What follows belongs to an exercise in optimizing a design on an open flow for small area, a short achievable clock period and few clock cycles; a production flow would make more cautious choices. Where RTL was checked, it was by simulation tests only, not by an equivalence proof against the original. No activity file was given, so power comes from the tool's default toggle rates.

==> module image_scaler, before the edit <==
module image_scaler (
    input  logic        clk,
    input  logic        reset,
    input  logic [3:0]  mode,
    output logic [18:0] rom_addr,
    input  logic [7:0]  rom_data,
    output logic [18:0] ram_wraddr,
    output logic [7:0]  ram_data,
    output logic        ram_wren,
    output logic        done
);
    logic rep, dec, avg, copy;
    logic m_rep, m_dec, m_avg, m_copy;
    logic hold, hr;
    assign m_rep  = (mode == 4'd0);
    assign m_dec  = (mode == 4'd1);
    assign m_avg  = (mode == 4'd3);
    assign m_copy = (mode == 4'd4);
    assign hold = (m_rep & rep) | (m_dec & dec) | (m_avg & avg) | (m_copy & copy);
    function automatic logic [3:0] step_of(input logic f_rep, input logic f_dec,
                                           input logic f_avg, input logic f_copy,
                                           input logic [1:0] f_sub, input logic f_rowend,
                                           input logic f_ry);
        logic up, dn, e1, e2;
        up = (f_dec & f_rowend) | (f_avg & ((f_sub == 2'd0) | ((f_sub == 2'd3) & f_rowend)));
        dn = (f_rep & f_sub[0] & f_rowend & ~f_ry) | (f_avg & (f_sub == 2'd2));
        e2 = f_dec;
        e1 = f_copy | (f_rep & f_sub[0]) | (f_avg & f_sub[0]);
        step_of = {up, dn, e2, e1};
    endfunction
    logic        run;
    logic [14:0] A;
    logic [1:0]  sub;      
    logic [2:0]  xh;       
    logic        ry;       
    logic        rowend;   
    logic        last;     
    logic [3:0]  step;     
    logic        rd, go, prelast, rowend_n, ry_n;
    logic [5:0]  lo;
    logic [10:0] hi;
    assign rd   = hr & run;
    assign go   = rd & ~last;
    assign prelast = (copy & (A == 15'd19198))
                   | ((avg | (rep & ry & ~sub[0])) & (A == 15'd19199))
                   | (dec & (A == 15'd19036));
    assign step = step_of(rep, dec, avg, copy, sub, rowend, ry);
    assign rowend_n = ~rowend & (xh == 3'd4)
                    & ((((rep & ~sub[0]) | (avg & (sub == 2'd2))) & (A[4:0] == 5'd31))
                       | (dec & (A[4:0] == 5'd28)));
    assign ry_n     = ry ^ rowend;
    assign lo = {1'b0, A[4:0]} + {4'd0, step[1], step[0]};
    logic z4, cy;
    assign cy = z4 & (step[1] | (step[0] & A[0]));
    assign hi = {A[14:5], 1'b1} + {{7{step[2]}}, step[3], step[2], step[3] | step[2], cy};
    always_ff @(posedge clk) begin
        A      <= go ? {hi[10:1], lo[4:0]} : 15'd0;
        z4     <= go & (&lo[4:1]);
        sub    <= go ? sub + 2'd1 : 2'd0;
        xh     <= (go & ~rowend) ? xh + {2'd0, cy} : 3'd0;
        ry     <= go & ry_n;
        rowend <= go & rowend_n;
    end
    logic        rw1, rw2;
    logic [7:0]  P;
    logic [9:0]  acc;
    logic [16:0] W;
    always_ff @(posedge clk or negedge reset) begin
        if (!reset) begin
            hr   <= 1'b0;
            ram_wren <= 1'b0;
            done <= 1'b0;
        end else begin
            hr   <= hold;
            ram_wren <= hold & rw2;
            done <= hold & (done | (hr & ~run & rw2 & ~rw1));
        end
    end
    always_ff @(posedge clk) begin
        rep  <= m_rep;
        dec  <= m_dec;
        avg  <= m_avg;
        copy <= m_copy;
        run  <= hr ? (run & ~last) : (rep | dec | avg | copy);
        last <= go & prelast;
        rw1  <= hold & rd & (~avg | (sub == 2'd3));
        rw2  <= hold & rw1;
    end
    always_ff @(posedge clk) begin
        P   <= rom_data;
        acc <= (avg & (sub != 2'd2)) ? acc + {2'b00, P} : (avg ? {2'b00, P} : {P, 2'b00});
        W   <= hr ? W + {16'd0, ram_wren} : 17'd0;
    end
    assign rom_addr   = {4'd0, A};
    assign ram_wraddr = {2'd0, W};
    assign ram_data   = acc[9:2];
endmodule
==> flow/config.mk <==
export PLATFORM = sky130hd
export DESIGN_NAME = image_scaler
export DESIGN_NICKNAME = image_scaler
export VERILOG_FILES = /design/flow/design.v
export SDC_FILE = /design/flow/constraint.sdc
export NUM_CORES = 4
export LEC_CHECK = 0
export CAP_MARGIN = 20
export CORE_MARGIN = 2
export CORE_UTILIZATION = 40
export SETUP_SLACK_MARGIN = 3.0
export SLEW_MARGIN = 20
==> flow/constraint.sdc <==
create_clock -name core_clock -period 5.0 [get_ports {clk}]
set_input_delay 1.0000 -clock core_clock [delete_from_list [all_inputs] [get_ports {clk}]]
set_output_delay 1.0000 -clock core_clock [all_outputs]
set_load 0.01 [all_outputs]
standard.sh (not shown) runs the stock make flow with config.mk's settings and CLKGATE_MAP_FILE= SYNTH_SCRIPT=/design/flow/synth_recipe.tcl, a recipe that flattens the netlist after the stock synthesis.
==> flow/flow/run.sh <==
#!/bin/bash
# The standard layout (standard.sh, unchanged synthesis), with plain buffers
# instead of delay cells on the ports, and no dummy loads in the clock tree.
# Full make output in standard.log.
bash standard.sh BUFFER_PORTS_ARGS="-buffer_cell sky130_fd_sc_hd__buf_1" \
  CTS_ARGS="-sink_clustering_enable -repair_clock_nets -dont_use_dummy_load" finish > standard.log 2>&1
Next try:
--- a/flow/design.v
+++ b/flow/design.v
@@ -60,26 +60,27 @@
     assign rd   = hr & run;
     assign go   = rd & ~last;
     assign prelast = (copy & (A == 15'd19198))
                    | ((avg | (rep & ry & ~sub[0])) & (A == 15'd19199))
                    | (dec & (A == 15'd19036));
-    assign step = step_of(rep, dec, avg, copy, sub, rowend, ry);
     assign rowend_n = ~rowend & (xh == 3'd4)
                     & ((((rep & ~sub[0]) | (avg & (sub == 2'd2))) & (A[4:0] == 5'd31))
                        | (dec & (A[4:0] == 5'd28)));
     assign ry_n     = ry ^ rowend;
-    assign lo = {1'b0, A[4:0]} + {4'd0, step[1], step[0]};
+    assign lo = {1'b0, A[4:0]} + {4'd0, dec, step[0]};
     logic z4, cy;
-    assign cy = z4 & (step[1] | (step[0] & A[0]));
+    assign cy = z4 & (dec | (step[0] & A[0]));
     assign hi = {A[14:5], 1'b1} + {{7{step[2]}}, step[3], step[2], step[3] | step[2], cy};
     always_ff @(posedge clk) begin
         A      <= go ? {hi[10:1], lo[4:0]} : 15'd0;
         z4     <= go & (&lo[4:1]);
         sub    <= go ? sub + 2'd1 : 2'd0;
         xh     <= (go & ~rowend) ? xh + {2'd0, cy} : 3'd0;
         ry     <= go & ry_n;
         rowend <= go & rowend_n;
+        step   <= hr ? step_of(rep, dec, avg, copy, sub + 2'd1, rowend_n, ry_n)
+                     : step_of(rep, dec, avg, copy, 2'd0, 1'b0, 1'b0);
     end
     logic        rw1, rw2;
     logic [7:0]  P;
     logic [9:0]  acc;
     logic [16:0] W;
@@ -99,12 +100,12 @@
         dec  <= m_dec;
         avg  <= m_avg;
         copy <= m_copy;
         run  <= hr ? (run & ~last) : (rep | dec | avg | copy);
         last <= go & prelast;
-        rw1  <= hold & rd & (~avg | (sub == 2'd3));
-        rw2  <= hold & rw1;
+        rw1  <= rd & (~avg | (sub == 2'd3));
+        rw2  <= hold & hr & rw1;
     end
     always_ff @(posedge clk) begin
         P   <= rom_data;
         acc <= (avg & (sub != 2'd2)) ? acc + {2'b00, P} : (avg ? {2'b00, P} : {P, 2'b00});
         W   <= hr ? W + {16'd0, ram_wren} : 17'd0;
After rerunning:
- setup slack improves by 0.37 ns
- area after synthesis rose slightly
- core utilization fell by 1.7 points
- routed wire length fell by a few percent
- clock-buffer cell count does not change
- combinational power fell by roughly a tenth
- cell count rose by a few percent
- maximum frequency rose by about a fifth
- clock power barely changes
- critical path depth fell by 10
- first-iteration DRC count fell by well over a third
No functional check of the RTL was part of any run of this note.

---

image_scaler, a different RTL version from the one above (not shown whole).
For scale: ~74 flip-flops, about 62 I/O pins.
==> module image_scaler, before the edit <==
module image_scaler (
    input  logic        clk,
    input  logic        reset,
    input  logic [3:0]  mode,
    output logic [18:0] rom_addr,
    input  logic [7:0]  rom_data,
    output logic [18:0] ram_wraddr,
    output logic [7:0]  ram_data,
    output logic        ram_wren,
    output logic        done
);
    logic rep, dec, avg, copy;
    logic m_rep, m_dec, m_avg, m_copy;
    logic hold, hr;
    assign m_rep  = (mode == 4'd0);
    assign m_dec  = (mode == 4'd1);
    assign m_avg  = (mode == 4'd3);
    assign m_copy = (mode == 4'd4);
    assign hold = (m_rep & rep) | (m_dec & dec) | (m_avg & avg) | (m_copy & copy);
    function automatic logic [3:0] step_of(input logic f_rep, input logic f_dec,
                                           input logic f_avg, input logic f_copy,
                                           input logic [1:0] f_sub, input logic f_rowend,
                                           input logic f_ry);
        logic up, dn, e1, e2;
        up = (f_dec & f_rowend) | (f_avg & ((f_sub == 2'd0) | ((f_sub == 2'd3) & f_rowend)));
        dn = (f_rep & f_sub[0] & f_rowend & ~f_ry) | (f_avg & (f_sub == 2'd2));
        e2 = f_dec;
        e1 = f_copy | (f_rep & f_sub[0]) | (f_avg & f_sub[0]);
        step_of = {up, dn, e2, e1};
    endfunction
    logic        run;
    logic [14:0] A;
    logic [1:0]  sub;      
    logic [2:0]  xh;       
    logic        ry;       
    logic        rowend;   
    logic        last;     
    logic [3:0]  step;
    logic        rd, go, prelast, rowend_n, ry_n;
    logic [5:0]  lo;
    logic [10:0] hi;
    assign rd   = hr & run;
    assign go   = rd & ~last;
    assign prelast = (copy & (A == 15'd19198))
                   | ((avg | (rep & ry & ~sub[0])) & (A == 15'd19199))
                   | (dec & (A == 15'd19036));
    assign rowend_n = ~rowend & (xh == 3'd4)
                    & ((((rep & ~sub[0]) | (avg & (sub == 2'd2))) & (A[4:0] == 5'd31))
                       | (dec & (A[4:0] == 5'd28)));
    assign ry_n     = ry ^ rowend;
    assign lo = {1'b0, A[4:0]} + {4'd0, step[1], step[0]};
    assign hi = {A[14:5], 1'b1} + {{7{step[2]}}, step[3], step[2], step[3] | step[2], lo[5]};
    always_ff @(posedge clk) begin
        A      <= go ? {hi[10:1], lo[4:0]} : 15'd0;
        sub    <= go ? sub + 2'd1 : 2'd0;
        xh     <= (go & ~rowend) ? xh + {2'd0, lo[5]} : 3'd0;
        ry     <= go & ry_n;
        rowend <= go & rowend_n;
        step   <= hr ? step_of(rep, dec, avg, copy, sub + 2'd1, rowend_n, ry_n)
                     : step_of(rep, dec, avg, copy, 2'd0, 1'b0, 1'b0);
    end
    logic        rw1, rl1, rw2, rl2;
    logic [7:0]  P;
    logic [9:0]  acc;
    logic [16:0] W;
    always_ff @(posedge clk or negedge reset) begin
        if (!reset) begin
            hr   <= 1'b0;
            ram_wren <= 1'b0;
            done <= 1'b0;
        end else begin
            hr   <= hold;
            ram_wren <= hold & rw2;
            done <= hold & (done | rl2);
        end
    end
    always_ff @(posedge clk) begin
        rep  <= m_rep;
        dec  <= m_dec;
        avg  <= m_avg;
        copy <= m_copy;
        run  <= hr ? (run & ~last) : (rep | dec | avg | copy);
        last <= go & prelast;
        rw1  <= hold & rd & (~avg | (sub == 2'd3));
        rl1  <= hold & rd & last;
        rw2  <= hold & rw1;
        rl2  <= hold & rl1;
    end
    always_ff @(posedge clk) begin
        P   <= rom_data;
        acc <= (avg & (sub != 2'd2)) ? acc + {2'b00, P} : (avg ? {2'b00, P} : {P, 2'b00});
        W   <= hr ? W + {16'd0, ram_wren} : 17'd0;
    end
    assign rom_addr   = {4'd0, A};
    assign ram_wraddr = {2'd0, W};
    assign ram_data   = acc[9:2];
endmodule
==> flow/config.mk <==
export PLATFORM = sky130hd
export DESIGN_NAME = image_scaler
export DESIGN_NICKNAME = image_scaler
export VERILOG_FILES = /design/flow/design.v
export SDC_FILE = /design/flow/constraint.sdc
export NUM_CORES = 4
export LEC_CHECK = 0
export CAP_MARGIN = 20
export CORE_MARGIN = 2
export CORE_UTILIZATION = 40
export SETUP_SLACK_MARGIN = 2.8
export SLEW_MARGIN = 20
==> flow/constraint.sdc <==
create_clock -name core_clock -period 5.0 [get_ports {clk}]
set_input_delay 1.0000 -clock core_clock [delete_from_list [all_inputs] [get_ports {clk}]]
set_output_delay 1.0000 -clock core_clock [all_outputs]
set_load 0.01 [all_outputs]
==> flow/flow/run.sh <==
#!/bin/bash
# The standard layout (standard.sh, unchanged synthesis), with plain buffers
# instead of delay cells on the ports. Full make output in standard.log.
bash standard.sh BUFFER_PORTS_ARGS="-buffer_cell sky130_fd_sc_hd__buf_2" finish > standard.log 2>&1
Testbench counts at the start, summed over its fixed seeds: cycles 960,128.
==> next run, changes <==
--- a/flow/design.v
+++ b/flow/design.v
@@ -48,30 +48,29 @@
     endfunction
     logic        run;
     logic [14:0] A;
-    logic [1:0]  sub;      
-    logic [2:0]  xh;       
+    logic [8:0]  c;        
     logic        ry;       
     logic        rowend;   
     logic        last;     
     logic [3:0]  step;
+    logic [1:0]  sub, sube;
     logic        rd, go, prelast, rowend_n, ry_n;
     logic [5:0]  lo;
     logic [10:0] hi;
+    assign sub  = c[1:0];
+    assign sube = dec ? 2'b11 : sub;
     assign rd   = hr & run;
     assign go   = rd & ~last;
     assign prelast = (copy & (A == 15'd19198))
-                   | ((avg | (rep & ry & ~sub[0])) & (A == 15'd19199))
+                   | ((avg | (rep & ry & ~c[0])) & (A == 15'd19199))
                    | (dec & (A == 15'd19036));
-    assign rowend_n = ~rowend & (xh == 3'd4)
-                    & ((((rep & ~sub[0]) | (avg & (sub == 2'd2))) & (A[4:0] == 5'd31))
-                       | (dec & (A[4:0] == 5'd28)));
+    assign rowend_n = ~rowend & (dec ? (c[8:2] == 7'd78) : (c == 9'd318));
     assign ry_n     = ry ^ rowend;
     assign lo = {1'b0, A[4:0]} + {4'd0, step[1], step[0]};
     assign hi = {A[14:5], 1'b1} + {{7{step[2]}}, step[3], step[2], step[3] | step[2], lo[5]};
     always_ff @(posedge clk) begin
         A      <= go ? {hi[10:1], lo[4:0]} : 15'd0;
-        sub    <= go ? sub + 2'd1 : 2'd0;
-        xh     <= (go & ~rowend) ? xh + {2'd0, lo[5]} : 3'd0;
+        c      <= (go & ~rowend) ? {c[8:2], sube} + 9'd1 : 9'd0;
         ry     <= go & ry_n;
         rowend <= go & rowend_n;
         step   <= hr ? step_of(rep, dec, avg, copy, sub + 2'd1, rowend_n, ry_n)
After rerunning: Critical path depth came out higher by 1; core utilization came out lower by 0.75 points; flip-flop and latch count went up by 4; first-iteration DRC count goes up by 44%; global-route usage rose by 0.19 points; count of clock-buffer cells in the layout is unchanged; setup slack got worse by 0.086 ns; synthesized cell count went up by 6.8%; design area came out higher by 4.8%; total power hardly moves; via count climbs by 9.7%.
Only the layout flow was run in the second run of this note; the RTL was not checked for function there.

afterwards: timing with drivers on the ports:
How much do the figures lean on ideal ports? The routed layouts below were timed once more, with nothing changed but the port constraints. Step 1, drivers: a clkbuf_16 drives clk and a buf_2 each remaining input, both assumed. Step 2 adds t to the input delays and takes it off the output delays; t is the mean of the earliest and latest rising clock arrival at the registers after step 1. Input paths then give back, and output paths get back, about the clock's delay inside the block. Three values: no drivers, after step 1, after step 2; two values: the first two.
| run | t (ns) | slack for setup (ns) | worst setup path at the end | latest minus earliest clock arrival (ns) | worst slew at a driven data input, ns |
|---|---|---|---|---|---|
| the first run of note 1 | 0.374 | 2.660 / 2.660 / 2.660 | register to register | 0.019 / 0.019 | 0.04 |
| the second run of note 1 | 0.362 | 3.026 / 2.994 / 2.841 | input to register | 0.021 / 0.021 | 0.04 |
| the first run of note 2 | 0.370 | 2.843 / 2.843 / 2.728 | input to register | 0.012 / 0.012 | 0.03 |
| the second run of note 2 | 0.371 | 2.757 / 2.757 / 2.757 | register to register | 0.009 / 0.009 | 0.03 |
After both steps setup and hold are still met in every run listed. The setup slack of the second run of note 1, which loses most, moves by -0.032 ns with the drivers and by -0.185 ns with both steps.
